This design comes from an exercise in tuning for small area, a short achievable clock period and few clock cycles on the open sky130 flow, not from production work. At most, simulation tests tie the RTL to the original design; equivalence was not proved. For runs 2 to 5, only the layout was checked, not whether the RTL still works. No activity file was given, so power comes from the tool's default toggle rates.

==> design/flow/design.v <==
package tanimoto_pkg;
    typedef logic [32-1:0]    vec_t;
    typedef logic [6-1:0]    cnt_t;
    typedef logic [7-1:0]    thr_t;
    typedef logic [8-1:0]     qid_t;
    typedef logic [2-1:0] ref_idx_t;
    typedef logic [4-1:0]     mask_t;
    typedef logic [4-1:0] credit_t;
    typedef struct packed {
        logic valid;
        vec_t vec;
        cnt_t cnt;
        qid_t id;
    } query_t;
    typedef struct packed {
        logic  valid;
        qid_t  id;
        mask_t mask;
    } hit_t;
    typedef struct packed {
        qid_t     query_id;
        ref_idx_t ref_idx;
    } id_pair_t;
    typedef struct packed {
        logic en;
        cnt_t addr;
        thr_t data;
    } thr_wr_t;
endpackage
`timescale 1ns/1ps
module tanimoto_top (
    input  logic        clk,
    input  logic        rstn,
    input  logic        i_vec_valid,
    input  logic [31:0] i_vec,
    input  logic [13:0] i_thr_wr,
    input  logic        i_out_credit,
    output logic [9:0]  o_pair,
    output logic        o_pair_valid,
    output logic        o_in_credit
);
    localparam int K  = 10;          
    localparam int PW = $clog2(K);   
    function automatic integer ubits(input integer c);
        ubits = (c <= 1) ? 6 : (c <= 17) ? 5 : (c <= 25) ? 4 : (c <= 29) ? 3 : (c <= 31) ? 2 : 1;
    endfunction
    logic [8:0] wd;           
    logic [7:0] wh;           
    logic [5:0] wu;
    logic       wen;
    logic [5:0] waddr, wdata;
    assign wd = {2'b00, i_thr_wr[6:0]} + 9'd1 - {2'b00, i_thr_wr[12:7], 1'b0};
    assign wh = {1'b0, i_thr_wr[6:0]} - 8'd32 - {2'b00, i_thr_wr[12:7]};
    assign wu = wd[8] ? 6'd0 : !wh[7] ? 6'd33 - i_thr_wr[12:7] : wd[5:0];
    logic wall;
    always_ff @(posedge clk) begin
        wall  <= ~rstn;
        wen   <= rstn & i_thr_wr[13];
        waddr <= i_thr_wr[12:7];
        wdata <= rstn ? wu : 6'd0;
    end
    logic [5:0] thr [33];
    always_ff @(posedge clk) begin
        for (int e = 0; e < 33; e++) begin
            if (wall || (wen && waddr == 6'(e)))
                thr[e] <= (wdata | ((e == 0) ? 6'(wall) : 6'd0)) & 6'((1 << ubits(e)) - 1);
        end
    end
    logic [2:0]  nload;       
    logic        ld0;
    logic [31:0] ref_v [4];
    logic [5:0]  ref_a [4];
    assign ld0 = ~nload[2];
    always_ff @(posedge clk) begin
        if (!rstn) nload <= '0;
        else if (i_vec_valid && ld0) nload <= nload + 3'd1;
    end
    always_ff @(posedge clk) begin
        for (int r = 0; r < 4; r++)
            if (rstn && i_vec_valid && ld0 && nload[1:0] == 2'(r)) ref_v[r] <= i_vec;
    end
    function automatic [3:0] pc8(input [7:0] x);
        logic s1, c1, s2, c2, s3, c3, c4, s5, c5, c6;
        s1 = x[0] ^ x[1] ^ x[2];
        c1 = (x[0] & x[1]) | (x[0] & x[2]) | (x[1] & x[2]);
        s2 = x[3] ^ x[4] ^ x[5];
        c2 = (x[3] & x[4]) | (x[3] & x[5]) | (x[4] & x[5]);
        s3 = s1 ^ s2 ^ x[6];
        c3 = (s1 & s2) | (s1 & x[6]) | (s2 & x[6]);
        c4 = s3 & x[7];
        s5 = c1 ^ c2 ^ c3;
        c5 = (c1 & c2) | (c1 & c3) | (c2 & c3);
        c6 = s5 & c4;
        pc8 = {c5 & c6, c5 ^ c6, s5 ^ c4, s3 ^ x[7]};
    endfunction
    logic        v1, ld1;
    logic [1:0]  idx1;
    logic [3:0][3:0] pb1;
    logic [3:0][3:0][3:0] pc1;
    always_ff @(posedge clk) begin
        v1   <= rstn & i_vec_valid & ~ld0;
        ld1  <= rstn & i_vec_valid & ld0;
        idx1 <= nload[1:0];
        for (int g = 0; g < 4; g++) begin
            pb1[g] <= pc8(i_vec[g*8 +: 8]);
            for (int r = 0; r < 4; r++) pc1[r][g] <= pc8(i_vec[g*8 +: 8] & ref_v[r][g*8 +: 8]);
        end
    end
    function automatic [9:0] csa4(input [3:0] p0, input [3:0] p1, input [3:0] p2, input [3:0] p3);
        logic [4:0] s1, k1, s2, k2, a, b, d;
        a  = {1'b0, p0};
        b  = {1'b0, p1};
        d  = {1'b0, p2};
        s1 = a ^ b ^ d;
        k1 = ((a & b) | (a & d) | (b & d)) << 1;
        a  = {1'b0, p3};
        s2 = s1 ^ k1 ^ a;
        k2 = (s1 & k1) | (s1 & a) | (k1 & a);
        csa4 = {k2, s2};
    endfunction
    logic        v2, ld2;
    logic [1:0]  idx2;
    logic [9:0]  bsk2;
    logic [3:0][9:0] csk2;
    always_ff @(posedge clk) begin
        v2   <= rstn & v1;
        ld2  <= rstn & ld1;
        idx2 <= idx1;
        bsk2 <= csa4(pb1[0], pb1[1], pb1[2], pb1[3]);
        for (int r = 0; r < 4; r++) csk2[r] <= csa4(pc1[r][0], pc1[r][1], pc1[r][2], pc1[r][3]);
    end
    logic        v2b, ld2b;
    logic [1:0]  idx2b;
    logic [5:0]  b2;
    logic [3:0][5:3] c2;
    logic [3:0][7:0] lo2;
    always_ff @(posedge clk) begin
        v2b   <= rstn & v2;
        ld2b  <= rstn & ld2;
        idx2b <= idx2;
        b2    <= 6'(bsk2[4:0]) + {bsk2[9:5], 1'b0};
        for (int r = 0; r < 4; r++) begin
            logic [5:0] c;
            c = 6'(csk2[r][4:0]) + {csk2[r][9:5], 1'b0};
            c2[r]  <= c[5:3];
            lo2[r] <= 8'd1 << c[2:0];
        end
    end
    always_ff @(posedge clk) begin
        for (int r = 0; r < 4; r++)
            if (ld2b && idx2b == 2'(r)) ref_a[r] <= b2;
    end
    logic        v3;
    logic [3:0][5:0] u3, x3;
    always_ff @(posedge clk) begin
        v3 <= rstn & v2b;
        for (int r = 0; r < 4; r++) begin
            logic [5:0] u;
            logic [4:0] hi;
            logic [2:0] cl;
            hi = 5'd1 << c2[r];
            u = '0;
            for (int e = 0; e < 33; e++)
                u = u | ((lo2[r][e % 8] && hi[e / 8]) ? thr[e] : 6'd0);
            u3[r] <= u;
            cl = {lo2[r][4] | lo2[r][5] | lo2[r][6] | lo2[r][7],
                  lo2[r][2] | lo2[r][3] | lo2[r][6] | lo2[r][7],
                  lo2[r][1] | lo2[r][3] | lo2[r][5] | lo2[r][7]};
            x3[r] <= ref_a[r] + b2 - {c2[r][4:3], cl, 1'b0};
        end
    end
    logic [3:0]   ring [K];
    logic [K-1:0] nz;
    logic [K-1:0] wp;
    always_ff @(posedge clk) begin
        for (int i = 0; i < K; i++) begin
            if (v3 && wp[i]) begin
                for (int r = 0; r < 4; r++) ring[i][r] <= x3[r] < u3[r];
                nz[i] <= (x3[0] < u3[0]) | (x3[1] < u3[1]) | (x3[2] < u3[2]) | (x3[3] < u3[3]);
            end
        end
    end
    logic [7:0]   rid, hd_id;
    logic [K-1:0] rp;
    logic [PW:0]  cnt;
    logic [3:0]   hd, e0, e1;
    logic         nz0, nz1;
    logic [3:0]   ocred;
    logic [1:0]   sel;
    logic         av0, av1, send, last, hfree, load0, load1, skip0, skip1, take1, take2;
    always_comb begin
        e0 = '0; e1 = '0; nz0 = 1'b0; nz1 = 1'b0;
        for (int i = 0; i < K; i++) begin
            e0  = e0  | (rp[i] ? ring[i] : 4'd0);
            e1  = e1  | (rp[i] ? ring[(i + 1) % K] : 4'd0);
            nz0 = nz0 | (rp[i] & nz[i]);
            nz1 = nz1 | (rp[i] & nz[(i + 1) % K]);
        end
    end
    assign av0   = cnt != '0;
    assign av1   = cnt[PW:1] != '0;
    always_comb begin
        sel = 2'd0;
        for (int i = 3; i >= 0; i--) if (hd[i]) sel = 2'(i);
    end
    logic hz, hs, ocnz;
    logic [3:0] hd_n;
    assign send  = hz && ocnz;
    assign last  = hs;
    assign hfree = !hz || (send && hs);
    assign hd_n  = load0 ? e0 : load1 ? e1 : (send ? (hd & ~(4'd1 << sel)) : hd);
    assign skip0 = av0 && !nz0;
    assign load0 = av0 && nz0 && hfree;
    assign skip1 = skip0 && av1 && !nz1;
    assign load1 = skip0 && av1 && nz1 && hfree;
    assign take2 = skip1 | load1;
    assign take1 = (skip0 | load0) & ~take2;
    always_ff @(posedge clk) begin
        if (!rstn) begin
            wp    <= K'(1);
            rp    <= K'(1);
            cnt   <= '0;
            rid   <= '0;
            hd    <= '0;
            hz    <= 1'b0;
            hs    <= 1'b1;
            ocred <= '0;
            ocnz  <= 1'b0;
            o_pair_valid <= 1'b0;
        end else begin
            if (v3) wp <= {wp[K-2:0], wp[K-1]};
            if (take1) rp <= {rp[K-2:0], rp[K-1]};
            else if (take2) rp <= {rp[K-3:0], rp[K-1:K-2]};
            cnt   <= take2 ? cnt + (PW+1)'(v3) - (PW+1)'(2) :
                     take1 ? cnt + (PW+1)'(v3) - (PW+1)'(1) : cnt + (PW+1)'(v3);
            rid   <= take2 ? rid + 8'd2 : take1 ? rid + 8'd1 : rid;
            hd    <= hd_n;
            hz    <= hd_n != 4'd0;
            hs    <= (hd_n & (hd_n - 4'd1)) == 4'd0;
            ocred <= ocred + 4'(i_out_credit) - 4'(send);
            ocnz  <= i_out_credit || (ocred > 4'd1) || (ocred == 4'd1 && !send);
            o_pair_valid <= send;
        end
        if (load0) hd_id <= rid;
        else if (load1) hd_id <= rid + 8'd1;
        o_pair <= {hd_id, sel};
    end
    logic [2:0]  owed;
    logic [PW:0] free, fr0, fr1;
    logic [1:0]  rel;
    logic        ret;
    assign ret = ((owed != 3'd0) || v1) && (free != '0);
    assign fr0 = free + (PW+1)'(rel);
    assign fr1 = free + (PW+1)'(rel) - (PW+1)'(1);
    always_ff @(posedge clk) begin
        if (!rstn) begin
            owed <= '0;
            free <= (PW+1)'(K - 4);
            rel  <= '0;
            o_in_credit <= 1'b0;
        end else begin
            case ({v1, ret})
                2'b10:   owed <= owed + 3'd1;
                2'b01:   owed <= owed - 3'd1;
                default: owed <= owed;
            endcase
            rel  <= 2'(skip0) + 2'(skip1) + 2'(send & last);
            free <= ret ? fr1 : fr0;
            o_in_credit <= ret;
        end
    end
endmodule
==> design/flow/run.sh <==
#!/bin/bash
# synth_recipe.tcl (not shown) runs the flow's synth.tcl, then flattens the netlist and writes it again
# the make line also repeats each setting of config.mk as NAME=value (left out here)
make -C /OpenROAD-flow-scripts/flow DESIGN_CONFIG=/design/flow/config.mk WORK_HOME=/design/flow/orfs CLKGATE_MAP_FILE= SYNTH_SCRIPT=/design/flow/synth_recipe.tcl finish
==> design/flow/config.mk <==
export PLATFORM = sky130hd
export DESIGN_NAME = tanimoto_top
export DESIGN_NICKNAME = tanimoto_top
export VERILOG_FILES = /design/flow/design.v
export SDC_FILE = /design/flow/constraint.sdc
export NUM_CORES = 4
export LEC_CHECK = 0
export ABC_CLOCK_PERIOD_IN_PS = 2000
export CAP_MARGIN = 20
export CORE_MARGIN = 2
export CORE_UTILIZATION = 30
export CTS_BUF_LIST = sky130_fd_sc_hd__clkbuf_8
export CTS_CLUSTER_SIZE = 30
export PLACE_DENSITY = 0.55
export SETUP_SLACK_MARGIN = 1.75
export SLEW_MARGIN = 20
==> design/flow/constraint.sdc <==
create_clock -name core_clock -period 4.0 [get_ports {clk}]
set_input_delay 0.8000 -clock core_clock [delete_from_list [all_inputs] [get_ports {clk}]]
set_output_delay 0.8000 -clock core_clock [all_outputs]
set_load 0.01 [all_outputs]
==> results of run 1 <==
through the flow:
| step | worst slack (ns) | hold WS, ns | cells |
|---|---|---|---|
| 2_1_floorplan | 1.23 | 0.310 | 2497 |
| 3_3_place_gp | 0.345 | 0.311 | 3875 |
| 5_1_grt | 1.51 | 0.209 | 4135 |
| 6_report | 1.60 | 0.237 | 4136 |
| 4_1_cts | 1.57 | 0.233 | 4095 |
| 3_5_place_dp | 0.296 | 0.313 | 3875 |
how the worst min path moves through the flow:
stage	startpoint	endpoint	slack, ns
2_1_floorplan	bsk2[0]	b2[0]	0.31
3_3_place_gp	idx1[0]	idx2[0]	0.31
3_5_place_dp	idx1[0]	idx2[0]	0.31
4_1_cts	i_thr_wr[9]	waddr[2]	0.23
5_1_grt	i_thr_wr[8]	waddr[1]	0.21
6_report	i_thr_wr[8]	waddr[1]	0.24
area by class of cell:
cell class                 instances  area, um2  area share (%)
clock buffer                     124       1710            4.57
antenna                            3       7.51          0.0201
sequential                       670      17000            45.6
clock inverter                    77        463            1.24
multi-input combinational       1481      14000            37.5
tap                             1368       1710            4.59
inverter                         240        923            2.48
timing repair buffer             173       1460            3.92
layout by cell type, fill, tap and decap left out, types with 35 or more instances in the layout:
cell type,n
a222oi_1,43
and2_1,67
ha_1,118
nor2_1,81
a22oi_1,175
edfxtp_1,351
clkbuf_8,124
a21oi_1,86
fa_1,117
and2_4,38
xnor2_1,58
nand2_1,104
a21o_1,35
dfxtp_1,277
buf_4,102
inv_1,239
a22o_1,79
inv_2,44
ha_4,40
registers in the layout, indices dropped and copies added (netlist names), 12 cells and up:
| register | cells |
|---|---|
| pb1 | 16 |
| thr | 141 |
| ref_a | 24 |
| c2 | 12 |
| pc1 | 64 |
| x3 | 24 |
| csk2 | 36 |
| u3 | 24 |
| ref_v | 128 |
| ring | 40 |
| lo2 | 32 |
kinds of logic (layout without fill, tap and decap cells):
logic type | after synthesis | after routing | share of synthesized area (%)
other | 0 | 3 | 0
buffers and inverters | 347 | 614 | 4.36
DFF | 670 | 670 | 54.7
adders and majority gates | 310 | 310 | 16.0
muxes | 12 | 12 | 0.400
and+or+nand+nor | 495 | 496 | 8.40
AOI/OAI and AO/OA | 589 | 589 | 14.1
xor gates and xnor gates | 74 | 74 | 2.09
layer usage:
layer / share of wire, % / global-route usage, % / wire [um] / up-vias
met5: 0.010 / 0 / 10 / -
met4: 5.3 / 8.34 / 5070 / 2
met3: 11 / 5.39 / 10000 / 382
met2: 45 / 27.8 / 43100 / 1235
met1: 39 / 22.1 / 37300 / 10500
li1: - / - / - / 9472
repair_timing:
item	in CTS	in global routing
resized for setup	260	148
gates cloned	1	1
setup endpoints to repair	188	125
buffers inserted	18	37
pin swaps	81	68
report_power, final:
| group | switching, uW | internal, uW |
|---|---|---|
| Combinational | 5800 | 4840 |
| Sequential | 1360 | 8820 |
| Clock | 2830 | 3110 |
| Total | 9990 | 16800 |
==> flow_summary.json, run 1 <==
{
  "cp-end-kind": "flop",
  "cts_hold_buf": 0,
  "slowest_stage": "a2111oi_1",
  "cts_buffers": 107,
  "synth_cell_types": 75,
  "synth_edf_count": 351,
  "ff2ff_setup_slack_ns": 1.60,
  "synthCells": 2497,
  "vdd.ir_drop.worst_mv": 0.352,
  "top_level_ports": 62,
  "netlist_area_mm2": 0.0310,
  "cts.sinks": 670,
  "yosysTopAreaCell": "edfxtp_1",
  "cts.htree.levels": 3,
  "reg2reg_depth": 5,
  "status": "timing/DRC/antenna clean",
  "cts.clk_slew.worst_paths_ns": 0.06,
  "wl_per_cell_um": 23.1,
  "antenna_found_initial": 2,
  "fillers": 9958,
  "clk_latency_ns": 0.75,
  "grt_setup_unrepaired": "true",
  "clk_path_buf_depth": 3,
  "area_growth_pct": 20.5,
  "fin_area_mm2": 0.0373,
  "p_leak_uw": 0.0144,
  "powerDensity_mw_per_mm2": 717,
  "core_area_mm2": 0.102,
  "required_ns": 4.53,
  "ys_async_sr_fraction_pct": 0,
  "grt-ovfl-total": 0,
  "initial_core_util_pct": 30.3,
  "setup_viol": 0,
  "yosysMostFrequentCell": "edfxtp_1",
  "crit_start": "c2[0]",
  "dr.pass1.iters": 10,
  "crit_family": "simple AND/OR/NAND/NOR gates",
  "gp_congestion": 1.04,
  "nets": 3032,
  "synth_fp_nets": 2856,
  "power_uw": 26800,
  "slowest_delay_ns": 0.49,
  "fin_crit_sh_pct": 60.1,
  "finalSetupTns_ns": 0,
  "core.rowCount": 117,
  "dp_hpwl_um": 65400,
  "yosys.area.top_type_share_pct": 34.0,
  "worstMarginPinSlew_ns": 1.06,
  "criticalPathCategory": "flop to flop",
  "cts_tree": "yes",
  "ys_seq_area_share_pct": 54.7,
  "rr_startpoint": "c2[0]",
  "cts_root_buffer": "clkbuf_8",
  "hold_violations": 0,
  "critical_path_buf_inv_count": 1,
  "grtUsageTotal_pct": 17.7,
  "max_cap_violations": 0,
  "yosys-top-cells-area": "edfxtp_1 34%, dfxtp_1 21%, fa_1 9.2%",
  "viasPerCell": 5.21,
  "crit_cells": 5,
  "ant_nets": 0,
  "grt_max_degree": 35,
  "rr_endpoint": "u3[2]",
  "drive_above_1_share_pct": 21.3,
  "path_cells": "inv_1, or3_1, a31oi_1, a2111oi_1, nand2_1",
  "finalWirelength_um": 95600,
  "endpoint": "u3[2]",
  "port_buffers": 61,
  "critPathLaunchType": "flop",
  "slew_violations": 0,
  "synth.avg_cell_area_um2": 12.4,
  "drtIter0Drc": 2683,
  "worstPathMaxFanout": 8,
  "vias": 21500,
  "fin_util_pct": 36.6,
  "finClkSkew_ns": 0.0461,
  "drc": 0,
  "synth-warning-count": 5,
  "synth_ff_type": "edfxtp_1",
  "arrival_ns": 2.93,
  "hold_path_depth": 1,
  "period_minus_slack_ns": 2.40,
  "grt_pass1_vias": 21600,
  "yosys-top-cells-count": "351 x edfxtp_1, 319 x dfxtp_1, 238 x inv_1",
  "slew_headroom_pct": 29.4,
  "dieArea_mm2": 0.106,
  "grt_pass1_wl_um": 141000,
  "die_h_um": 325,
  "fmax_mhz": 416,
  "hold_path.class": "primary input to flop",
  "placed_area_mm2": 0.0338,
  "die_w_um": 325,
  "ys_ff_latch": 670
}
Testbench counts, summed over its fixed seeds: cycles 3,204.
==> run 2, diff against run 1 <==
--- a/design/flow/design.v
+++ b/design/flow/design.v
@@ -132,7 +132,7 @@
     logic        v2b, ld2b;
     logic [1:0]  idx2b;
     logic [5:0]  b2;
-    logic [3:0][5:3] c2;
+    logic [3:0][5:0] c2;
     logic [3:0][7:0] lo2;
     always_ff @(posedge clk) begin
         v2b   <= rstn & v2;
@@ -142,7 +142,7 @@
         for (int r = 0; r < 4; r++) begin
             logic [5:0] c;
             c = 6'(csk2[r][4:0]) + {csk2[r][9:5], 1'b0};
-            c2[r]  <= c[5:3];
+            c2[r]  <= c;
             lo2[r] <= 8'd1 << c[2:0];
         end
     end
@@ -157,16 +157,12 @@
         for (int r = 0; r < 4; r++) begin
             logic [5:0] u;
             logic [4:0] hi;
-            logic [2:0] cl;
-            hi = 5'd1 << c2[r];
+            hi = 5'd1 << c2[r][5:3];
             u = '0;
             for (int e = 0; e < 33; e++)
                 u = u | ((lo2[r][e % 8] && hi[e / 8]) ? thr[e] : 6'd0);
             u3[r] <= u;
-            cl = {lo2[r][4] | lo2[r][5] | lo2[r][6] | lo2[r][7],
-                  lo2[r][2] | lo2[r][3] | lo2[r][6] | lo2[r][7],
-                  lo2[r][1] | lo2[r][3] | lo2[r][5] | lo2[r][7]};
-            x3[r] <= ref_a[r] + b2 - {c2[r][4:3], cl, 1'b0};
+            x3[r] <= ref_a[r] + b2 - {c2[r][4:0], 1'b0};
         end
     end
     logic [3:0]   ring [K];
@@ -182,7 +178,7 @@
     end
     logic [7:0]   rid, hd_id;
     logic [K-1:0] rp;
-    logic [PW:0]  cnt;
+    logic [K-1:0] cnt;        
     logic [3:0]   hd, e0, e1;
     logic         nz0, nz1;
     logic [3:0]   ocred;
@@ -197,13 +193,16 @@
             nz1 = nz1 | (rp[i] & nz[(i + 1) % K]);
         end
     end
-    assign av0   = cnt != '0;
-    assign av1   = cnt[PW:1] != '0;
+    assign av0   = cnt[0];
+    assign av1   = cnt[1];
     always_comb begin
         sel = 2'd0;
         for (int i = 3; i >= 0; i--) if (hd[i]) sel = 2'(i);
     end
     logic hz, hs, ocnz;
+    function automatic single(input [3:0] m);
+        single = (m & (m - 4'd1)) == 4'd0;
+    endfunction
     logic [3:0] hd_n;
     assign send  = hz && ocnz;
     assign last  = hs;
@@ -231,12 +230,17 @@
             if (v3) wp <= {wp[K-2:0], wp[K-1]};
             if (take1) rp <= {rp[K-2:0], rp[K-1]};
             else if (take2) rp <= {rp[K-3:0], rp[K-1:K-2]};
-            cnt   <= take2 ? cnt + (PW+1)'(v3) - (PW+1)'(2) :
-                     take1 ? cnt + (PW+1)'(v3) - (PW+1)'(1) : cnt + (PW+1)'(v3);
+            case ({v3, take2, take1})
+                3'b100:  cnt <= {cnt[K-2:0], 1'b1};
+                3'b001:  cnt <= {1'b0, cnt[K-1:1]};
+                3'b010:  cnt <= {2'b00, cnt[K-1:2]};
+                3'b110:  cnt <= {1'b0, cnt[K-1:1]};
+                default: cnt <= cnt;
+            endcase
             rid   <= take2 ? rid + 8'd2 : take1 ? rid + 8'd1 : rid;
             hd    <= hd_n;
             hz    <= hd_n != 4'd0;
-            hs    <= (hd_n & (hd_n - 4'd1)) == 4'd0;
+            hs    <= load0 ? single(e0) : load1 ? single(e1) : send ? single(hd & ~(4'd1 << sel)) : hs;
             ocred <= ocred + 4'(i_out_credit) - 4'(send);
             ocnz  <= i_out_credit || (ocred > 4'd1) || (ocred == 4'd1 && !send);
             o_pair_valid <= send;
--- a/design/flow/config.mk
+++ b/design/flow/config.mk
@@ -8,9 +8,9 @@
 export ABC_CLOCK_PERIOD_IN_PS = 2000
 export CAP_MARGIN = 20
 export CORE_MARGIN = 2
-export CORE_UTILIZATION = 30
+export CORE_UTILIZATION = 35
 export CTS_BUF_LIST = sky130_fd_sc_hd__clkbuf_8
 export CTS_CLUSTER_SIZE = 30
-export PLACE_DENSITY = 0.55
-export SETUP_SLACK_MARGIN = 1.75
+export PLACE_DENSITY = 0.6
+export SETUP_SLACK_MARGIN = 1.8
 export SLEW_MARGIN = 20
==> run 2 against run 1 <==
  * Final area grew 1.3%
  * Sequential share of layout area rose by 0.20 points
  * Register-to-register slack about the same
  * Clock skew is 0.0086 ns higher
  * Non-clock buffer count decreased by 17
  * Critical path depth grew 3
  * Core utilization rose by 5.4 points
  * Synthesized area up 2.6%
  * Sequential power barely moved
  * Setup slack worse by 0.0065 ns
  * Count of clock-buffer cells in the layout up 3
  * Global-route usage grew 2.5 points
==> flow_summary.json, run 2 <==
{
  "fin_area_mm2": 0.0378,
  "synth_cell_types": 77,
  "cts.htree.levels": 3,
  "grt_max_degree": 45,
  "vdd.ir_drop.worst_mv": 0.329,
  "hold_path.class": "primary input to flop",
  "yosys.area.top_type_share_pct": 33.2,
  "dieArea_mm2": 0.0932,
  "yosysTopAreaCell": "edfxtp_1",
  "top_level_ports": 62,
  "grt_pass1_wl_um": 142000,
  "critical_path_buf_inv_count": 2,
  "cts.clk_slew.worst_paths_ns": 0.06,
  "fillers": 8393,
  "vias": 22300,
  "yosys-top-cells-count": "351 x edfxtp_1, 336 x dfxtp_1, 288 x inv_1",
  "powerDensity_mw_per_mm2": 643,
  "dp_hpwl_um": 65500,
  "cts_root_buffer": "clkbuf_8",
  "path_cells": "and2_4, fa_1, fa_2, inv_2, fa_1, inv_2, ha_4, ha_4",
  "antenna_found_initial": 1,
  "ys_ff_latch": 687,
  "criticalPathCategory": "flop to flop",
  "wl_per_cell_um": 23.4,
  "port_buffers": 61,
  "initial_core_util_pct": 35.3,
  "grt_setup_unrepaired": "true",
  "synth_edf_count": 351,
  "cts_buffers": 110,
  "area_growth_pct": 19.0,
  "finalWirelength_um": 95100,
  "slew_headroom_pct": 26.5,
  "drtIter0Drc": 3019,
  "whs_ns": 0.282,
  "core.rowCount": 110,
  "clk_latency_ns": 0.74,
  "grt_pass1_vias": 22000,
  "hold_violations": 0,
  "crit_family": "adder cells",
  "fmax_mhz": 415,
  "yosysMostFrequentCell": "edfxtp_1",
  "ff2ff_setup_slack_ns": 1.59,
  "worstMarginPinSlew_ns": 1.10,
  "setup_viol": 0,
  "slew_violations": 0,
  "reg2reg_depth": 8,
  "status": "timing/DRC/antenna clean",
  "cp-end-kind": "flop",
  "synth_fp_nets": 2981,
  "nets": 3151,
  "critPathLaunchType": "flop",
  "yosys-top-cells-area": "edfxtp_1 33%, dfxtp_1 21%, fa_1 8.9%",
  "die_w_um": 305,
  "final_cell_mix": "351 x edfxtp_1, 302 x dfxtp_1, 273 x inv_1",
  "netlist_area_mm2": 0.0318,
  "slowest_delay_ns": 0.50,
  "crit_cells": 8,
  "largest_registers": "thr (141), ref_v (128), pc1 (64)",
  "finClkSkew_ns": 0.0547,
  "worstPathMaxFanout": 1,
  "ant_nets": 0,
  "gp_congestion": 1.04,
  "clk_path_buf_depth": 3,
  "synth.avg_cell_area_um2": 12.1,
  "mostFrequentLayoutCell": "edfxtp_1",
  "slowest_stage": "fa_1",
  "synth-warning-count": 5,
  "power_uw": 24300,
  "largest-register": "thr",
  "hp-start": "i_vec[17]",
  "cts.sinks": 687,
  "die_h_um": 305,
  "core_area_mm2": 0.0900,
  "largest_reg_flops": 141,
  "drc": 0,
  "p_leak_uw": 0.0147,
  "synthCells": 2626,
  "arrival_ns": 3.02,
  "required_ns": 4.61,
  "rr_startpoint": "ref_v[1][13]",
  "finalSetupTns_ns": 0,
  "ys_async_sr_fraction_pct": 0,
  "synth_ff_type": "edfxtp_1",
  "ys_seq_area_share_pct": 54.3,
  "viasPerCell": 5.48,
  "hold_path_depth": 1,
  "cts_tree": "yes",
  "placed_area_mm2": 0.0344,
  "period_minus_slack_ns": 2.41,
  "max_cap_violations": 0,
  "drive_above_1_share_pct": 20.4,
  "cts_hold_buf": 0,
  "crit_start": "ref_v[1][13]",
  "dr.pass1.iters": 15,
  "fin_crit_sh_pct": 60.3,
  "grt-ovfl-total": 0,
  "grtUsageTotal_pct": 20.2
}
[run 2: cell count changes after synthesis, sizes merged, moves of 8 or more]
cell | previous run | this run
a22o | 79 | 58
nand3 | 31 | 44
nand2b | 24 | 13
mux2 | 3 | 13
a22oi | 179 | 143
nor4 | 19 | 1
nand2 | 116 | 173
o21ai | 24 | 50
and3b | 8 | 0
and3 | 18 | 32
a221oi | 24 | 33
dfxtp | 319 | 336
inv | 239 | 289
[run 2: what timing repair did]
action | 4_1_cts | 5_1_grt
hold endpoints to repair | 0 | 0
endpoints found under the setup margin | 248 | 196
pin swaps | 59 | 76
buffers inserted | 12 | 33
gates resized for setup | 248 | 124
cloned | 1 | 2
[run 2: cell type report]
| class | instances | area (um2) | area share, % |
|---|---|---|---|
| Sequential cell | 687 | 17300 | 45.8 |
| Multi-Input combinational cell | 1552 | 14200 | 37.7 |
| Clock buffer | 127 | 1750 | 4.62 |
| Tap cell | 1176 | 1470 | 3.89 |
| Timing Repair Buffer | 156 | 1340 | 3.53 |
| Inverter | 289 | 1130 | 2.99 |
| Clock inverter | 81 | 546 | 1.44 |
| Antenna cell | 3 | 7.51 | 0.0199 |
[run 2: cells by family after synthesis]
| logic type | share of synthesized area [%] |
|---|---|
| compound gates | 14.1 |
| xor+xnor | 1.85 |
| fa+ha+maj | 15.4 |
| buf+inv | 4.62 |
| flops | 54.3 |
| mux | 1.07 |
| simple gates | 8.57 |
[run 2: layer usage]
metal	part of all wire (%)	vias to the layer above	GRT usage, %
met3	10	374	4.93
met5	0	-	0
met4	5.2	0	9.85
met2	45	1288	31.0
li1	-	9872	-
met1	40	10800	26.7
[run 2: worst paths after layout]
path,to
max,pc1[22]
min,ref_v[3][17]
max reg2reg,pc1[22]
min reg2reg,idx2b[1]
[run 2: where the power goes]
group / switching, uW / total, uW / internal [uW]
Clock: 2830 / 6190 / 3360
Combinational: 4460 / 7890 / 3420
Sequential: 1420 / 10200 / 8820
Total: 8720 / 24300 / 15600
[run 2: per-stage QoR]
stage                     util [%]  instances  setup WS, ns
after floorplan                  -       2626          1.23
after global placement        38.2       3812         0.380
after detailed placement      38.2       3812         0.324
after CTS                     41.2       4033          1.59
after global routing          42.0       4071          1.53
final                         42.0       4071          1.59
==> run 3, diff against run 2 <==
--- a/design/flow/design.v
+++ b/design/flow/design.v
@@ -66,18 +66,20 @@
                 thr[e] <= (wdata | ((e == 0) ? 6'(wall) : 6'd0)) & 6'((1 << ubits(e)) - 1);
         end
     end
-    logic [2:0]  nload;       
+    logic [3:0]  lsel;
     logic        ld0;
+    logic [1:0]  lidx;
     logic [31:0] ref_v [4];
     logic [5:0]  ref_a [4];
-    assign ld0 = ~nload[2];
-    always_ff @(posedge clk) begin
-        if (!rstn) nload <= '0;
-        else if (i_vec_valid && ld0) nload <= nload + 3'd1;
+    assign ld0  = lsel != 4'd0;
+    assign lidx = {lsel[2] | lsel[3], lsel[1] | lsel[3]};
+    always_ff @(posedge clk) begin
+        if (!rstn) lsel <= 4'd1;
+        else if (i_vec_valid) lsel <= {lsel[2:0], 1'b0};
     end
     always_ff @(posedge clk) begin
         for (int r = 0; r < 4; r++)
-            if (rstn && i_vec_valid && ld0 && nload[1:0] == 2'(r)) ref_v[r] <= i_vec;
+            if (i_vec_valid && lsel[r]) ref_v[r] <= i_vec;
     end
     function automatic [3:0] pc8(input [7:0] x);
         logic s1, c1, s2, c2, s3, c3, c4, s5, c5, c6;
@@ -100,7 +102,7 @@
     always_ff @(posedge clk) begin
         v1   <= rstn & i_vec_valid & ~ld0;
         ld1  <= rstn & i_vec_valid & ld0;
-        idx1 <= nload[1:0];
+        idx1 <= lidx;
         for (int g = 0; g < 4; g++) begin
             pb1[g] <= pc8(i_vec[g*8 +: 8]);
             for (int r = 0; r < 4; r++) pc1[r][g] <= pc8(i_vec[g*8 +: 8] & ref_v[r][g*8 +: 8]);
--- a/design/flow/config.mk
+++ b/design/flow/config.mk
@@ -8,9 +8,9 @@
 export ABC_CLOCK_PERIOD_IN_PS = 2000
 export CAP_MARGIN = 20
 export CORE_MARGIN = 2
-export CORE_UTILIZATION = 35
+export CORE_UTILIZATION = 30
 export CTS_BUF_LIST = sky130_fd_sc_hd__clkbuf_8
 export CTS_CLUSTER_SIZE = 30
-export PLACE_DENSITY = 0.6
+export PLACE_DENSITY = 0.55
 export SETUP_SLACK_MARGIN = 1.8
 export SLEW_MARGIN = 20
==> run 3 against run 2 <==
  * Die area rose by 16%
  * Core utilization fell by 6.0 points
  * Combinational power fell by 1%
  * Critical path type unchanged
  * Largest cell class unchanged
==> flow_summary.json, run 3 <==
{
  "drc": 0,
  "vdd.ir_drop.worst_mv": 0.325,
  "cts_hold_buf": 0,
  "largest_registers": "thr (141), ref_v (128), pc1 (64)",
  "yosys-top-cells-area": "edfxtp_1 33%, dfxtp_1 21%, fa_1 9.0%",
  "gp_congestion": 1.04,
  "die_w_um": 328,
  "dp_hpwl_um": 68800,
  "hold_path_depth": 1,
  "rr_startpoint": "ref_v[2][21]",
  "synth_top_family_by_area": "adder cells",
  "setup_viol": 0,
  "clk_path_buf_depth": 3,
  "cp-end-kind": "flop",
  "yosys-top-cells-count": "351 x edfxtp_1, 337 x dfxtp_1, 280 x inv_1",
  "drtIter0Drc": 3043,
  "core.rowCount": 119,
  "synthXorXnorAreaFrac_pct": 1.89,
  "grt_max_degree": 34,
  "synth_fp_nets": 2936,
  "finalSetupTns_ns": 0,
  "synthSimpleGateAreaFrac_pct": 8.11,
  "finClkSkew_ns": 0.0614,
  "ys_ff_latch": 688,
  "synth_edf_count": 351,
  "viasPerCell": 5.16,
  "criticalPathCategory": "flop to flop",
  "fin_util_pct": 36.0,
  "cts.htree.levels": 3,
  "fin_crit_sh_pct": 60.6,
  "fmax_mhz": 413,
  "multi_input_comb_area_mm2": 0.0139,
  "grt_setup_unrepaired": "true",
  "synth_ff_type": "edfxtp_1",
  "hp-start": "i_thr_wr[10]",
  "powerDensity_mw_per_mm2": 645,
  "mostFrequentLayoutCell": "edfxtp_1",
  "rr_endpoint": "pc1[42]",
  "status": "timing/DRC/antenna clean",
  "reg2reg_depth": 8,
  "largest-register": "thr",
  "grtUsageTotal_pct": 17.9,
  "yosysTopAreaCell": "edfxtp_1",
  "initial_core_util_pct": 30.1,
  "yosysMostFrequentCell": "edfxtp_1",
  "worstMarginPinSlew_ns": 1.23,
  "dr.pass1.iters": 12,
  "area_growth_pct": 19.4,
  "synthCells": 2585,
  "final_cell_mix": "351 x edfxtp_1, 307 x dfxtp_1, 269 x inv_1",
  "die_h_um": 328,
  "ys_seq_area_share_pct": 54.7,
  "critPathLaunchType": "flop",
  "arrival_ns": 3.06,
  "period_minus_slack_ns": 2.42,
  "cts_buffers": 111,
  "ant_nets": 0,
  "drive_above_1_share_pct": 19.7,
  "grt-ovfl-total": 0,
  "fillers": 10300,
  "finalWirelength_um": 97800,
  "top_level_ports": 62,
  "max_cap_violations": 0,
  "nets": 3089,
  "synth_compound_gate_area_share_pct": 14.3,
  "synth.avg_cell_area_um2": 12.2,
  "slew_violations": 0,
  "grt_pass1_vias": 21700,
  "regArea_mm2": 0.0173,
  "core_area_mm2": 0.105,
  "required_ns": 4.63,
  "ff2ff_setup_slack_ns": 1.58,
  "synth_fa_ha_area_share_pct": 15.4,
  "holdPathEnd": "waddr[3]",
  "hold_violations": 0,
  "port_buffers": 61,
  "muxShareOfSynthArea_pct": 0.983,
  "cts_tree": "yes",
  "cts.sinks": 688,
  "ys_async_sr_fraction_pct": 0,
  "largest_reg_flops": 141,
  "whs_ns": 0.234,
  "dieArea_mm2": 0.108,
  "vias": 21800,
  "netlist_area_mm2": 0.0316,
  "synth-warning-count": 5,
  "cts.clk_slew.worst_paths_ns": 0.06,
  "p_leak_uw": 0.0146,
  "yosys.area.top_type_share_pct": 33.4,
  "worstPathMaxFanout": 1,
  "antenna_found_initial": 5,
  "wl_per_cell_um": 23.1,
  "hold_path.class": "primary input to flop",
  "synth_cell_types": 70,
  "cts_root_buffer": "clkbuf_8",
  "clk_latency_ns": 0.78,
  "slew_headroom_pct": 17.7,
  "grt_pass1_wl_um": 143000
}
-- run 3: cell types whose count changed after synthesis, moves of 6 or more --
cell / change
a21oi_1: +8
a21o_1: +16
a31oi_1: -7
inv_1: -8
a22oi_1: +9
nand2_1: -30
and2_1: +8
a211oi_1: +6
nand3_1: -6
o21ai_0: -22
o22ai_1: +8
-- run 3: worst max-delay path by stage --
stage | from | slack, ns | endpoint
5_1_grt | ref_v[2][21] | 1.52 | pc1[42]
3_5_place_dp | i_vec[24] | 0.29 | pc1[62]
3_3_place_gp | i_vec[24] | 0.33 | pc1[30]
2_1_floorplan | i_vec[13] | 1.23 | pc1[22]
4_1_cts | ref_v[2][19] | 1.56 | pc1[42]
6_report | ref_v[2][21] | 1.58 | pc1[42]
-- run 3: metrics by stage --
stage	instances	worst slack [ns]	total power (uW)	area, um2
finish	4227	1.58	24300	37700
global placement	3991	0.331	17400	34500
global route	4226	1.52	25700	37700
floorplan	2585	1.23	14400	32100
detailed placement	3991	0.286	17500	34500
CTS	4211	1.56	24200	37300
-- run 3: area by class of cell --
type / count / area share (%)
Antenna cell: 2 / 0.0133
Clock buffer: 128 / 4.67
Sequential cell: 688 / 46.0
Tap cell: 1391 / 4.61
Clock inverter: 81 / 1.67
Multi-Input combinational cell: 1512 / 36.9
Inverter: 281 / 2.89
Timing Repair Buffer: 144 / 3.25
-- run 3: kinds of logic (layout without fill, tap and decap cells) --
family / after synthesis / after routing
AOI/OAI and AO/OA: 608 / 608
xor gates and xnor gates: 68 / 68
adders and majority gates: 304 / 304
buffers and inverters: 385 / 634
DFF: 688 / 688
muxes: 29 / 29
other: 0 / 2
and+or+nand+nor: 503 / 503
-- run 3: critical path, stage by stage (launching register included) --
cell      delay (ns)
edfxtp_1        0.36
and2_4          0.17
fa_1            0.51
fa_2            0.35
inv_2           0.06
fa_1            0.44
inv_2           0.09
ha_4            0.13
ha_4            0.18
-- run 3: per-layer routing --
layer	share of wire, %	GRT usage [%]	vias to the layer above
met4	6.1	10.6	6
li1	-	-	9689
met3	8.9	4.17	382
met2	45	27.6	1202
met1	40	22.8	10500
met5	0.041	0	-
-- run 3: power breakdown --
part	internal [uW]	total, uW	switching (uW)	leakage (uW)
clock	3530	6450	2920	0.00137
combinational	3260	7800	4540	0.00720
sequential	8820	10100	1250	0.00607
total	15600	24300	8700	0.0146
-- run 3: repair_timing --
item	CTS	global route
setup buffers	11	14
pin swaps	55	52
endpoints found under the setup margin	267	158
resized for setup	254	129
endpoints found under the hold margin	0	0
==> run 4, diff against run 3 <==
--- a/design/flow/design.v
+++ b/design/flow/design.v
@@ -81,19 +81,15 @@
         for (int r = 0; r < 4; r++)
             if (i_vec_valid && lsel[r]) ref_v[r] <= i_vec;
     end
+    function automatic [2:0] pc4(input [3:0] x);
+        logic s, c, h;
+        s = x[0] ^ x[1] ^ x[2];
+        c = (x[0] & x[1]) | (x[0] & x[2]) | (x[1] & x[2]);
+        h = s & x[3];
+        pc4 = {c & h, c ^ h, s ^ x[3]};
+    endfunction
     function automatic [3:0] pc8(input [7:0] x);
-        logic s1, c1, s2, c2, s3, c3, c4, s5, c5, c6;
-        s1 = x[0] ^ x[1] ^ x[2];
-        c1 = (x[0] & x[1]) | (x[0] & x[2]) | (x[1] & x[2]);
-        s2 = x[3] ^ x[4] ^ x[5];
-        c2 = (x[3] & x[4]) | (x[3] & x[5]) | (x[4] & x[5]);
-        s3 = s1 ^ s2 ^ x[6];
-        c3 = (s1 & s2) | (s1 & x[6]) | (s2 & x[6]);
-        c4 = s3 & x[7];
-        s5 = c1 ^ c2 ^ c3;
-        c5 = (c1 & c2) | (c1 & c3) | (c2 & c3);
-        c6 = s5 & c4;
-        pc8 = {c5 & c6, c5 ^ c6, s5 ^ c4, s3 ^ x[7]};
+        pc8 = 4'(pc4(x[3:0])) + 4'(pc4(x[7:4]));
     endfunction
     logic        v1, ld1;
     logic [1:0]  idx1;
@@ -136,6 +132,7 @@
     logic [5:0]  b2;
     logic [3:0][5:0] c2;
     logic [3:0][7:0] lo2;
+    logic [3:0][4:0] hi2;
     always_ff @(posedge clk) begin
         v2b   <= rstn & v2;
         ld2b  <= rstn & ld2;
@@ -146,6 +143,7 @@
             c = 6'(csk2[r][4:0]) + {csk2[r][9:5], 1'b0};
             c2[r]  <= c;
             lo2[r] <= 8'd1 << c[2:0];
+            hi2[r] <= 5'd1 << c[5:3];
         end
     end
     always_ff @(posedge clk) begin
@@ -158,11 +156,9 @@
         v3 <= rstn & v2b;
         for (int r = 0; r < 4; r++) begin
             logic [5:0] u;
-            logic [4:0] hi;
-            hi = 5'd1 << c2[r][5:3];
             u = '0;
             for (int e = 0; e < 33; e++)
-                u = u | ((lo2[r][e % 8] && hi[e / 8]) ? thr[e] : 6'd0);
+                u = u | ((lo2[r][e % 8] && hi2[r][e / 8]) ? thr[e] : 6'd0);
             u3[r] <= u;
             x3[r] <= ref_a[r] + b2 - {c2[r][4:0], 1'b0};
         end
==> run 4 against run 3 <==
  * Maximum frequency up 8.3%
  * Routed wire length down 0.97%
  * Global-route usage down 0.92 points
  * Via count up 4.3%
  * Critical endpoint is now pc1[1]
==> flow_summary.json, run 4 <==
{
  "multi_input_comb_area_mm2": 0.0162,
  "yosysMostFrequentCell": "dfxtp_1",
  "crit_cells": 7,
  "grt_max_degree": 36,
  "worstPathMaxFanout": 2,
  "fin_crit_sh_pct": 55.9,
  "grt-ovfl-total": 0,
  "gp_congestion": 0.951,
  "antenna_found_initial": 1,
  "wl_per_cell_um": 21.7,
  "fmax_mhz": 447,
  "status": "timing/DRC/antenna clean",
  "yosysTopAreaCell": "edfxtp_1",
  "nets": 3306,
  "finalWirelength_um": 96900,
  "netlist_area_mm2": 0.0331,
  "initial_core_util_pct": 30.3,
  "grtUsageTotal_pct": 17.0,
  "yosys-top-cells-count": "353 x dfxtp_1, 351 x edfxtp_1, 264 x inv_1",
  "crit_family": "adder cells",
  "slew_headroom_pct": 24.4,
  "cp-end-kind": "flop",
  "grt_pass1_vias": 22700,
  "cts_tree": "yes",
  "grt_pass1_wl_um": 144000,
  "core_area_mm2": 0.109,
  "synth_cell_types": 70,
  "die_h_um": 336,
  "setup_viol": 0,
  "drc": 0,
  "cts_root_buffer": "clkbuf_8",
  "critPathLaunchType": "flop",
  "drive_above_1_share_pct": 22.4,
  "clk_path_buf_depth": 3,
  "vdd.ir_drop.worst_mv": 0.306,
  "viasPerCell": 5.08,
  "largest_reg_flops": 141,
  "hold_violations": 0,
  "vias": 22700,
  "synth-warning-count": 5,
  "die_w_um": 336,
  "area_growth_pct": 22.1,
  "fin_area_mm2": 0.0404,
  "regArea_mm2": 0.0177,
  "finClkSkew_ns": 0.0620,
  "yosys.area.top_type_share_pct": 31.8,
  "largest_registers": "thr (141), ref_v (128), pc1 (64)",
  "period_minus_slack_ns": 2.24,
  "dieArea_mm2": 0.113,
  "largest-register": "thr",
  "hold_path_depth": 1,
  "cts.htree.levels": 3,
  "yosys-top-cells-area": "edfxtp_1 32%, dfxtp_1 21%, ha_1 9.0%",
  "dp_hpwl_um": 66900,
  "max_cap_violations": 0,
  "cts_buffers": 115,
  "finalSetupTns_ns": 0,
  "port_buffers": 61,
  "fillers": 10600,
  "synthCells": 2747,
  "grt_setup_unrepaired": "true",
  "synth_ff_type": "dfxtp_1",
  "synth.avg_cell_area_um2": 12.1,
  "synth_edf_count": 351,
  "slew_violations": 0,
  "drtIter0Drc": 2656,
  "top_level_ports": 62,
  "cts.clk_slew.worst_paths_ns": 0.07,
  "path_cells": "and2_4, fa_1, ha_4, ha_4, inv_2, fa_2, inv_2",
  "p_leak_uw": 0.0157,
  "ant_nets": 0,
  "synth_fp_nets": 3158,
  "worstMarginPinSlew_ns": 1.13,
  "arrival_ns": 2.91,
  "critical_path_buf_inv_count": 2,
  "powerDensity_mw_per_mm2": 625,
  "dr.pass1.iters": 10,
  "slowest_stage": "fa_2",
  "required_ns": 4.67,
  "slowest_delay_ns": 0.53,
  "mostFrequentLayoutCell": "edfxtp_1",
  "ys_async_sr_fraction_pct": 0,
  "ys_seq_area_share_pct": 53.2,
  "clk_latency_ns": 0.78,
  "core.rowCount": 121,
  "final_cell_mix": "351 x edfxtp_1, 332 x dfxtp_1, 245 x inv_1",
  "ys_ff_latch": 704,
  "criticalPathCategory": "flop to flop",
  "hold_path.class": "primary input to flop",
  "reg2reg_depth": 7,
  "cts.sinks": 704,
  "placed_area_mm2": 0.0370
}
==> run 4: per-layer routing <==
metal	up-vias	track usage (%)	part of all wire, %
li1	10300	-	-
met5	-	0	0
met3	286	3.95	8.7
met4	0	7.92	4.6
met1	11000	22.3	42
met2	1083	26.4	45
==> run 4: kinds of logic after synthesis <==
logic type	Yosys count	synth area share (%)
mux	15	0.465
fa+ha+maj	363	16.5
simple gates	588	9.13
xor+xnor	86	2.28
flops	704	53.2
compound gates	618	14.2
buf+inv	373	4.25
==> run 4: area by class of cell <==
type                            instances  area share (%)
Antenna cell                            1         0.00619
Sequential cell                       704            43.7
Tap cell                             1476            4.57
Clock inverter                         79            1.41
Multi-Input combinational cell       1671            40.0
Inverter                              267            2.58
Clock buffer                          140            4.77
Timing Repair Buffer                  136            2.93
==> run 4: path summary, 6_finish.rpt <==
check | startpoint | slack (ns) | to
hold reg to reg | bsk2[0] | 0.33 | b2[0]
setup / recovery | ref_v[0][0] | 1.76 | pc1[1]
setup reg to reg | ref_v[0][0] | 1.76 | pc1[1]
hold / removal | i_thr_wr[11] | 0.26 | waddr[4]
==> run 4: power breakdown <==
group | internal, uW | switching (uW)
combinational | 3610 | 4330
clock | 3610 | 3020
sequential | 9070 | 1620
==> run 4: metrics by stage <==
| stage | total power (uW) | worst slack [ns] | hold WS (ns) | util [%] | std cells |
|---|---|---|---|---|---|
| 3_5_place_dp | 17900 | 0.575 | 0.313 | 33.9 | 4211 |
| 3_3_place_gp | 17900 | 0.594 | 0.313 | 33.9 | 4211 |
| 6_report | 25300 | 1.76 | 0.264 | 37.0 | 4474 |
| 2_1_floorplan | 15000 | 1.42 | 0.310 | - | 2747 |
| 4_1_cts | 24900 | 1.76 | 0.327 | 36.5 | 4445 |
| 5_1_grt | 26700 | 1.68 | 0.231 | 37.0 | 4474 |
==> run 4: worst reg2reg max path: stages (launching register included) <==
cell and delay [ns]:
edfxtp_1 0.37, and2_4 0.17, fa_1 0.52, ha_4 0.19
ha_4 0.28, inv_2 0.04, fa_2 0.53, inv_2 0.03
==> run 4: timing repair <==
| item | 4_1_cts | 5_1_grt |
|---|---|---|
| gates resized for setup | 194 | 114 |
| hold buffers | 0 | 0 |
| setup buffers | 14 | 27 |
| endpoints found under the setup margin | 227 | 124 |
| pin swaps | 56 | 108 |
| cloned | 1 | 1 |
==> run 5, diff against run 4 <==
--- a/design/flow/design.v
+++ b/design/flow/design.v
@@ -130,7 +130,6 @@
     logic        v2b, ld2b;
     logic [1:0]  idx2b;
     logic [5:0]  b2;
-    logic [3:0][5:0] c2;
     logic [3:0][7:0] lo2;
     logic [3:0][4:0] hi2;
     always_ff @(posedge clk) begin
@@ -141,7 +140,6 @@
         for (int r = 0; r < 4; r++) begin
             logic [5:0] c;
             c = 6'(csk2[r][4:0]) + {csk2[r][9:5], 1'b0};
-            c2[r]  <= c;
             lo2[r] <= 8'd1 << c[2:0];
             hi2[r] <= 5'd1 << c[5:3];
         end
@@ -156,11 +154,17 @@
         v3 <= rstn & v2b;
         for (int r = 0; r < 4; r++) begin
             logic [5:0] u;
+            logic [2:0] cl;
+            logic [1:0] ch;
             u = '0;
             for (int e = 0; e < 33; e++)
                 u = u | ((lo2[r][e % 8] && hi2[r][e / 8]) ? thr[e] : 6'd0);
             u3[r] <= u;
-            x3[r] <= ref_a[r] + b2 - {c2[r][4:0], 1'b0};
+            cl = {lo2[r][4] | lo2[r][5] | lo2[r][6] | lo2[r][7],
+                  lo2[r][2] | lo2[r][3] | lo2[r][6] | lo2[r][7],
+                  lo2[r][1] | lo2[r][3] | lo2[r][5] | lo2[r][7]};
+            ch = {hi2[r][2] | hi2[r][3], hi2[r][1] | hi2[r][3]};
+            x3[r] <= ref_a[r] + b2 - {ch, cl, 1'b0};
         end
     end
     logic [3:0]   ring [K];
@@ -238,7 +242,7 @@
             rid   <= take2 ? rid + 8'd2 : take1 ? rid + 8'd1 : rid;
             hd    <= hd_n;
             hz    <= hd_n != 4'd0;
-            hs    <= load0 ? single(e0) : load1 ? single(e1) : send ? single(hd & ~(4'd1 << sel)) : hs;
+            hs    <= single(hd_n);
             ocred <= ocred + 4'(i_out_credit) - 4'(send);
             ocnz  <= i_out_credit || (ocred > 4'd1) || (ocred == 4'd1 && !send);
             o_pair_valid <= send;
==> run 5 against run 4 <==
  * Critical path type unchanged
  * First-iteration DRC count grew 17%
  * Count of clock-buffer cells in the layout fell by 10
  * Critical endpoint is now thr[12][4]
  * Core utilization rose by 0.44 points
  * Still clean on timing, DRC and antenna
  * Non-clock buffer count grew 34
  * Sequential power shrank 7%
==> flow_summary.json, run 5 <==
{
  "rr_endpoint": "thr[12][4]",
  "largest-register": "thr",
  "drive_above_1_share_pct": 23.5,
  "required_ns": 4.35,
  "grt_pass1_wl_um": 144000,
  "criticalPathCategory": "flop to flop",
  "yosysMostFrequentCell": "edfxtp_1",
  "slew_violations": 0,
  "rr_startpoint": "wen",
  "vdd.ir_drop.worst_mv": 0.317,
  "core.rowCount": 120,
  "dieArea_mm2": 0.111,
  "finalWirelength_um": 96100,
  "largest_registers": "thr (141), ref_v (128), pc1 (64)",
  "synth_cell_types": 65,
  "slowest_delay_ns": 0.90,
  "core_area_mm2": 0.107,
  "period_minus_slack_ns": 2.32,
  "hold_path.class": "primary input to flop",
  "status": "timing/DRC/antenna clean",
  "nets": 3243,
  "reg2reg_depth": 3,
  "drc": 0,
  "crit_family": "compound AO/OA/AOI/OAI gates",
  "slowest_stage": "o21bai_1",
  "worstPathMaxFanout": 5,
  "dr.pass1.iters": 13,
  "synth-warning-count": 5,
  "grtUsageTotal_pct": 17.1,
  "setup_viol": 0,
  "cts_root_buffer": "clkbuf_8",
  "arrival_ns": 2.67,
  "dp_hpwl_um": 63800,
  "placed_area_mm2": 0.0362,
  "yosysTopAreaCell": "edfxtp_1",
  "max_cap_violations": 0,
  "gp_congestion": 0.985,
  "worstMarginPinSlew_ns": 1.14,
  "ys_ff_latch": 684,
  "slew_headroom_pct": 23.9,
  "grt_setup_unrepaired": "true",
  "cts.sinks": 684,
  "p_leak_uw": 0.0155,
  "initial_core_util_pct": 30.2,
  "area_growth_pct": 23.9,
  "synth.avg_cell_area_um2": 12.2,
  "synth_edf_count": 351,
  "die_w_um": 332,
  "ff2ff_setup_slack_ns": 1.68,
  "cp-end-kind": "flop",
  "fin_area_mm2": 0.0401,
  "clk_latency_ns": 0.75,
  "whs_ns": 0.250,
  "die_h_um": 332,
  "cts_tree": "yes",
  "top_level_ports": 62,
  "ant_nets": 0,
  "ys_async_sr_fraction_pct": 0,
  "synth_ff_type": "edfxtp_1",
  "yosys-top-cells-count": "351 x edfxtp_1, 333 x dfxtp_1, 239 x ha_1",
  "yosys-top-cells-area": "edfxtp_1 33%, dfxtp_1 21%, ha_1 9.2%",
  "crit_start": "wen",
  "wl_per_cell_um": 22.2,
  "grt_max_degree": 52,
  "viasPerCell": 5.18,
  "clk_path_buf_depth": 3,
  "fmax_mhz": 431,
  "final_cell_mix": "351 x edfxtp_1, 301 x dfxtp_1, 218 x a22oi_1",
  "critPathLaunchType": "flop",
  "synth_fp_nets": 3066,
  "critical_path_buf_inv_count": 0,
  "port_buffers": 61,
  "antenna_found_initial": 4,
  "hold_path_depth": 1,
  "synthCells": 2655,
  "powerDensity_mw_per_mm2": 620,
  "cts.htree.levels": 3,
  "path_cells": "nor3b_1, nand2_1, o21bai_1",
  "netlist_area_mm2": 0.0324,
  "grt-ovfl-total": 0,
  "drtIter0Drc": 3107,
  "fin_crit_sh_pct": 58.1,
  "cts_buffers": 114,
  "largest_reg_flops": 141,
  "yosys.area.top_type_share_pct": 32.6,
  "cts.clk_slew.worst_paths_ns": 0.06,
  "vias": 22500,
  "mostFrequentLayoutCell": "edfxtp_1",
  "hold_violations": 0,
  "grt_pass1_vias": 23100,
  "ys_seq_area_share_pct": 53.2,
  "finClkSkew_ns": 0.0384,
  "hp-start": "i_thr_wr[10]",
  "finalSetupTns_ns": 0,
  "holdPathEnd": "waddr[3]"
}
run 5: how the worst max path moves through the flow:
stage                 endpoint  slack [ns]  cells after the start
floorplan              pc1[10]        1.46                      7
global placement       pc1[45]        0.60                      8
detailed placement     pc1[50]        0.57                      8
CTS                 thr[12][4]        1.70                      3
global route         thr[8][1]        1.55                      3
finish              thr[12][4]        1.68                      3
run 5: cell type report:
class	count	area [um2]
Antenna cell	2	5.00
Clock buffer	130	1790
Clock inverter	83	617
Fill cell	10300	66900
Inverter	209	812
Multi-Input combinational cell	1653	16200
Sequential cell	684	17300
Tap cell	1403	1760
Timing Repair Buffer	170	1600
run 5: where the power goes:
group	switching [uW]	internal (uW)	total (uW)	leakage (uW)
Clock	2960	3520	6480	0.00138
Sequential	1240	8740	9990	0.00604
Combinational	4540	3850	8390	0.00805
Total	8750	16100	24900	0.0155
run 5: cell families after synthesis:
| logic type | synth area share [%] |
|---|---|
| AOI/OAI and AO/OA | 14.3 |
| xor gates and xnor gates | 2.33 |
| adders and majority gates | 16.8 |
| buffers and inverters | 3.77 |
| DFF | 53.2 |
| muxes | 0.251 |
| and+or+nand+nor | 9.36 |
run 5: routing by layer:
layer / global-route usage, % / wire length (um) / part of all wire, %
met1: 21.5 / 38700 / 40
met2: 26.9 / 43100 / 45
met3: 5.10 / 9350 / 9.7
met4: 7.59 / 4880 / 5.1
met5: 0.0868 / 83 / 0.086
run 5: worst reg2reg max path, delay by kind of cell, from the launching register on:
kind / cells / cell delay [ns]
AOI/OAI and AO/OA: 1 / 0.90
and+or+nand+nor: 2 / 0.68
DFF: 1 / 0.35
run 5: timing repair:
action,CTS,global route
setup buffers,24,32
resized for setup,225,159
cloned,2,4
pin swaps,68,119
hold buffers,0,0
endpoints found under the setup margin,175,115
run 5: stage by stage:
stage | total power, uW | setup slack, ns | util (%) | std cells
after floorplan | 15000 | 1.46 | - | 2655
after global placement | 17700 | 0.598 | 33.8 | 4057
after detailed placement | 17700 | 0.569 | 33.8 | 4057
after CTS | 24500 | 1.70 | 36.7 | 4296
after global routing | 26300 | 1.55 | 37.5 | 4333
final | 24900 | 1.68 | 37.5 | 4334
==> run 6, diff against run 5 <==
--- a/design/flow/design.v
+++ b/design/flow/design.v
@@ -81,15 +81,19 @@
         for (int r = 0; r < 4; r++)
             if (i_vec_valid && lsel[r]) ref_v[r] <= i_vec;
     end
-    function automatic [2:0] pc4(input [3:0] x);
-        logic s, c, h;
-        s = x[0] ^ x[1] ^ x[2];
-        c = (x[0] & x[1]) | (x[0] & x[2]) | (x[1] & x[2]);
-        h = s & x[3];
-        pc4 = {c & h, c ^ h, s ^ x[3]};
-    endfunction
     function automatic [3:0] pc8(input [7:0] x);
-        pc8 = 4'(pc4(x[3:0])) + 4'(pc4(x[7:4]));
+        logic s1, c1, s2, c2, s3, c3, c4, s5, c5, c6;
+        s1 = x[0] ^ x[1] ^ x[2];
+        c1 = (x[0] & x[1]) | (x[0] & x[2]) | (x[1] & x[2]);
+        s2 = x[3] ^ x[4] ^ x[5];
+        c2 = (x[3] & x[4]) | (x[3] & x[5]) | (x[4] & x[5]);
+        s3 = s1 ^ s2 ^ x[6];
+        c3 = (s1 & s2) | (s1 & x[6]) | (s2 & x[6]);
+        c4 = s3 & x[7];
+        s5 = c1 ^ c2 ^ c3;
+        c5 = (c1 & c2) | (c1 & c3) | (c2 & c3);
+        c6 = s5 & c4;
+        pc8 = {c5 & c6, c5 ^ c6, s5 ^ c4, s3 ^ x[7]};
     endfunction
     logic        v1, ld1;
     logic [1:0]  idx1;
@@ -130,8 +134,8 @@
     logic        v2b, ld2b;
     logic [1:0]  idx2b;
     logic [5:0]  b2;
+    logic [3:0][4:0] hi2;
     logic [3:0][7:0] lo2;
-    logic [3:0][4:0] hi2;
     always_ff @(posedge clk) begin
         v2b   <= rstn & v2;
         ld2b  <= rstn & ld2;
@@ -140,8 +144,8 @@
         for (int r = 0; r < 4; r++) begin
             logic [5:0] c;
             c = 6'(csk2[r][4:0]) + {csk2[r][9:5], 1'b0};
+            hi2[r] <= 5'd1 << c[5:3];
             lo2[r] <= 8'd1 << c[2:0];
-            hi2[r] <= 5'd1 << c[5:3];
         end
     end
     always_ff @(posedge clk) begin
@@ -180,7 +184,7 @@
     end
     logic [7:0]   rid, hd_id;
     logic [K-1:0] rp;
-    logic [K-1:0] cnt;        
+    logic [PW:0]  cnt;
     logic [3:0]   hd, e0, e1;
     logic         nz0, nz1;
     logic [3:0]   ocred;
@@ -195,16 +199,13 @@
             nz1 = nz1 | (rp[i] & nz[(i + 1) % K]);
         end
     end
-    assign av0   = cnt[0];
-    assign av1   = cnt[1];
+    assign av0   = cnt != '0;
+    assign av1   = cnt[PW:1] != '0;
     always_comb begin
         sel = 2'd0;
         for (int i = 3; i >= 0; i--) if (hd[i]) sel = 2'(i);
     end
     logic hz, hs, ocnz;
-    function automatic single(input [3:0] m);
-        single = (m & (m - 4'd1)) == 4'd0;
-    endfunction
     logic [3:0] hd_n;
     assign send  = hz && ocnz;
     assign last  = hs;
@@ -232,17 +233,12 @@
             if (v3) wp <= {wp[K-2:0], wp[K-1]};
             if (take1) rp <= {rp[K-2:0], rp[K-1]};
             else if (take2) rp <= {rp[K-3:0], rp[K-1:K-2]};
-            case ({v3, take2, take1})
-                3'b100:  cnt <= {cnt[K-2:0], 1'b1};
-                3'b001:  cnt <= {1'b0, cnt[K-1:1]};
-                3'b010:  cnt <= {2'b00, cnt[K-1:2]};
-                3'b110:  cnt <= {1'b0, cnt[K-1:1]};
-                default: cnt <= cnt;
-            endcase
+            cnt   <= take2 ? cnt + (PW+1)'(v3) - (PW+1)'(2) :
+                     take1 ? cnt + (PW+1)'(v3) - (PW+1)'(1) : cnt + (PW+1)'(v3);
             rid   <= take2 ? rid + 8'd2 : take1 ? rid + 8'd1 : rid;
             hd    <= hd_n;
             hz    <= hd_n != 4'd0;
-            hs    <= single(hd_n);
+            hs    <= (hd_n & (hd_n - 4'd1)) == 4'd0;
             ocred <= ocred + 4'(i_out_credit) - 4'(send);
             ocnz  <= i_out_credit || (ocred > 4'd1) || (ocred == 4'd1 && !send);
             o_pair_valid <= send;
--- a/design/flow/config.mk
+++ b/design/flow/config.mk
@@ -12,5 +12,5 @@
 export CTS_BUF_LIST = sky130_fd_sc_hd__clkbuf_8
 export CTS_CLUSTER_SIZE = 30
 export PLACE_DENSITY = 0.55
-export SETUP_SLACK_MARGIN = 1.8
+export SETUP_SLACK_MARGIN = 1.65
 export SLEW_MARGIN = 20
==> run 6 against run 5 <==
  * Count of clock-buffer cells in the layout is 8 higher
  * Global-route usage is 0.25 points lower
  * Final area is 7.7% lower
  * Setup slack worse by 0.063 ns
  * Sequential cell count is 5 lower
  * Largest cell class unchanged
  * Still clean on timing, DRC and antenna
==> flow_summary.json, run 6 <==
{
  "synthSimpleGateAreaFrac_pct": 8.98,
  "drc": 0,
  "drive_above_1_share_pct": 18.6,
  "rr_endpoint": "pc1[2]",
  "cts.htree.levels": 3,
  "cts_tree": "yes",
  "status": "timing/DRC/antenna clean",
  "rr_startpoint": "ref_v[0][3]",
  "synth_fp_nets": 2882,
  "synth_top_family_by_area": "adder cells",
  "finClkSkew_ns": 0.0589,
  "drtIter0Drc": 3076,
  "p_sw_uw": 9550,
  "regArea_mm2": 0.0172,
  "critical_path_buf_inv_count": 2,
  "yosys-top-cells-area": "edfxtp_1 34%, dfxtp_1 21%, fa_1 9.2%",
  "ys_async_sr_fraction_pct": 0,
  "required_ns": 4.65,
  "synth_ff_type": "edfxtp_1",
  "synth_edf_count": 351,
  "gp_congestion": 1.00,
  "grt-ovfl-total": 0,
  "largest-register": "thr",
  "crit_family": "adder cells",
  "hold_path.class": "primary input to flop",
  "muxShareOfSynthArea_pct": 0.197,
  "endpoint": "pc1[2]",
  "fmax_mhz": 419,
  "wl_per_cell_um": 21.9,
  "critPathLaunchType": "flop",
  "ff2ff_setup_slack_ns": 1.61,
  "ant_nets": 0,
  "crit_start": "ref_v[0][3]",
  "slew_headroom_pct": 27.4,
  "cts.clk_slew.worst_paths_ns": 0.06,
  "period_minus_slack_ns": 2.39,
  "yosysMostFrequentCell": "edfxtp_1",
  "synth_fa_ha_area_share_pct": 15.8,
  "finalSetupTns_ns": 0,
  "core.rowCount": 118,
  "worst_slack_ns": 1.61,
  "mostFrequentLayoutCell": "edfxtp_1",
  "clk_latency_ns": 0.76,
  "path_cells": "and2_4, fa_1, fa_2, inv_2, fa_1, inv_2, ha_4, ha_4",
  "largest_reg_flops": 141,
  "pre_cts_ws_ns": 0.321,
  "finalWirelength_um": 90800,
  "port_buffers": 61,
  "vias": 21200,
  "grt_pass1_wl_um": 135000,
  "dieArea_mm2": 0.106,
  "synth.avg_cell_area_um2": 12.3,
  "yosys.area.top_type_share_pct": 33.9,
  "largest_registers": "thr (141), ref_v (128), pc1 (64)",
  "cts.sinks": 679,
  "arrival_ns": 3.03,
  "vdd.ir_drop.worst_mv": 0.394,
  "crit_cells": 8,
  "die_h_um": 326,
  "dr.pass1.iters": 13,
  "grtUsageTotal_pct": 16.8,
  "cts_buffers": 109,
  "max_cap_violations": 0,
  "reg2reg_depth": 8,
  "p_sw_share_pct": 36.6,
  "yosys-top-cells-count": "351 x edfxtp_1, 328 x dfxtp_1, 248 x inv_1",
  "initial_core_util_pct": 30.1,
  "p_leak_uw": 0.0144,
  "comb_power_share_pct": 35.7,
  "grt_pass1_vias": 21100,
  "yosysTopAreaCell": "edfxtp_1",
  "power_uw": 26100,
  "synth_compound_gate_area_share_pct": 13.6,
  "clkPwrFrac_pct": 24.5,
  "dp_hpwl_um": 61400,
  "slew_violations": 0,
  "grt_max_degree": 37,
  "criticalPathCategory": "flop to flop",
  "ys_seq_area_share_pct": 55.1,
  "slowest_delay_ns": 0.57,
  "fin_crit_sh_pct": 59.6,
  "synth_cell_types": 68,
  "cp-end-kind": "flop",
  "setup_viol": 0,
  "final_cell_mix": "351 x edfxtp_1, 305 x dfxtp_1, 230 x inv_1",
  "fin_util_pct": 35.9,
  "antenna_found_initial": 3,
  "fillers": 10100,
  "grt_setup_unrepaired": "true",
  "netlist_area_mm2": 0.0311,
  "synth-warning-count": 5,
  "multi_input_comb_area_mm2": 0.0137,
  "nets": 3019,
  "core_area_mm2": 0.103,
  "worstMarginPinSlew_ns": 1.09,
  "die_w_um": 326,
  "cts_root_buffer": "clkbuf_8",
  "synthXorXnorAreaFrac_pct": 2.09,
  "cts_hold_buf": 0,
  "powerDensity_mw_per_mm2": 705,
  "synthCells": 2527,
  "hold_violations": 0,
  "slowest_stage": "fa_1",
  "clk_path_buf_depth": 3,
  "viasPerCell": 5.12,
  "p_int_uw": 16500,
  "top_level_ports": 62,
  "area_growth_pct": 19.1,
  "pwr-share-seq_pct": 39.7,
  "ys_ff_latch": 679,
  "worstPathMaxFanout": 1
}
run 6: area by class of cell:
type | instances | share of cell area, %
inverters | 250 | 2.60
clock buffers | 138 | 5.13
repair buffers | 132 | 2.96
clock inverters | 67 | 1.34
flip-flops and latches | 679 | 46.4
multi-input cells | 1492 | 36.9
diodes | 2 | 0.0135
well taps | 1380 | 4.67
run 6: cells by family after synthesis:
| family | after synthesis |
|---|---|
| flip-flops | 679 |
| AO/OA/AOI/OAI | 557 |
| AND/OR/NAND/NOR | 549 |
| buffers and inverters | 356 |
| adder cells (fa/ha/maj) | 306 |
| XOR/XNOR | 74 |
| multiplexers | 6 |
run 6: worst min path at each step:
stage	startpoint	end	slack, ns	cells after the start
floorplan	bsk2[0]	b2[0]	0.31	0
global placement	idx1[1]	idx2[1]	0.31	0
detailed placement	idx1[0]	idx2[0]	0.31	0
CTS	idx1[0]	idx2[0]	0.31	0
global route	i_thr_wr[11]	waddr[4]	0.28	1
finish	i_thr_wr[7]	waddr[0]	0.29	1
run 6: what timing repair did:
item / CTS / global route
buffers inserted: 3 / 7
gates resized for setup: 175 / 95
gates cloned: 0 / 0
endpoints found under the setup margin: 165 / 100
pin swaps: 52 / 44
run 6: power by group through the flow:
stage | clock network [uW] | logic [uW] | registers [uW]
CTS | 6580 | 8870 | 10300
global route | 6870 | 10300 | 10500
floorplan | 0 | 6260 | 9620
detailed placement | 0 | 8590 | 10400
finish | 6400 | 9330 | 10400
global placement | 0 | 8570 | 10400
run 6: through the flow:
step | area [um2] | std cells | hold slack, ns
detailed placement | 33900 | 3923 | 0.313
global placement | 33900 | 3923 | 0.313
floorplan | 31500 | 2527 | 0.310
global route | 37000 | 4139 | 0.278
finish | 37000 | 4140 | 0.287
CTS | 36800 | 4131 | 0.310
run 6: layer usage:
metal  wire length (um)  vias to the layer above  global-route usage [%]
met5                 23                        -                       0
met1              36100                    10100                    21.5
met3               9960                      345                    5.28
met4               4850                        4                    7.98
met2              39800                     1239                    25.8
li1                   -                     9472                       -
run 6: worst reg2reg max path: stages, from the launching register on:
cell and delay (ns):
edfxtp_1 0.36, and2_4 0.17, fa_1 0.57, fa_2 0.21
inv_2 0.04, fa_1 0.54, inv_2 0.05, ha_4 0.15
ha_4 0.20
Testbench counts of run 6, summed over its fixed seeds: cycles 3,204.

Setup slack of run 6, layout unchanged: 1.614 ns with ideal ports, 1.614 ns with driving cells assumed (clock clkbuf_16, inputs buf_2), 0.882 ns with port delays also shifted by the 0.791 ns mid clock arrival.
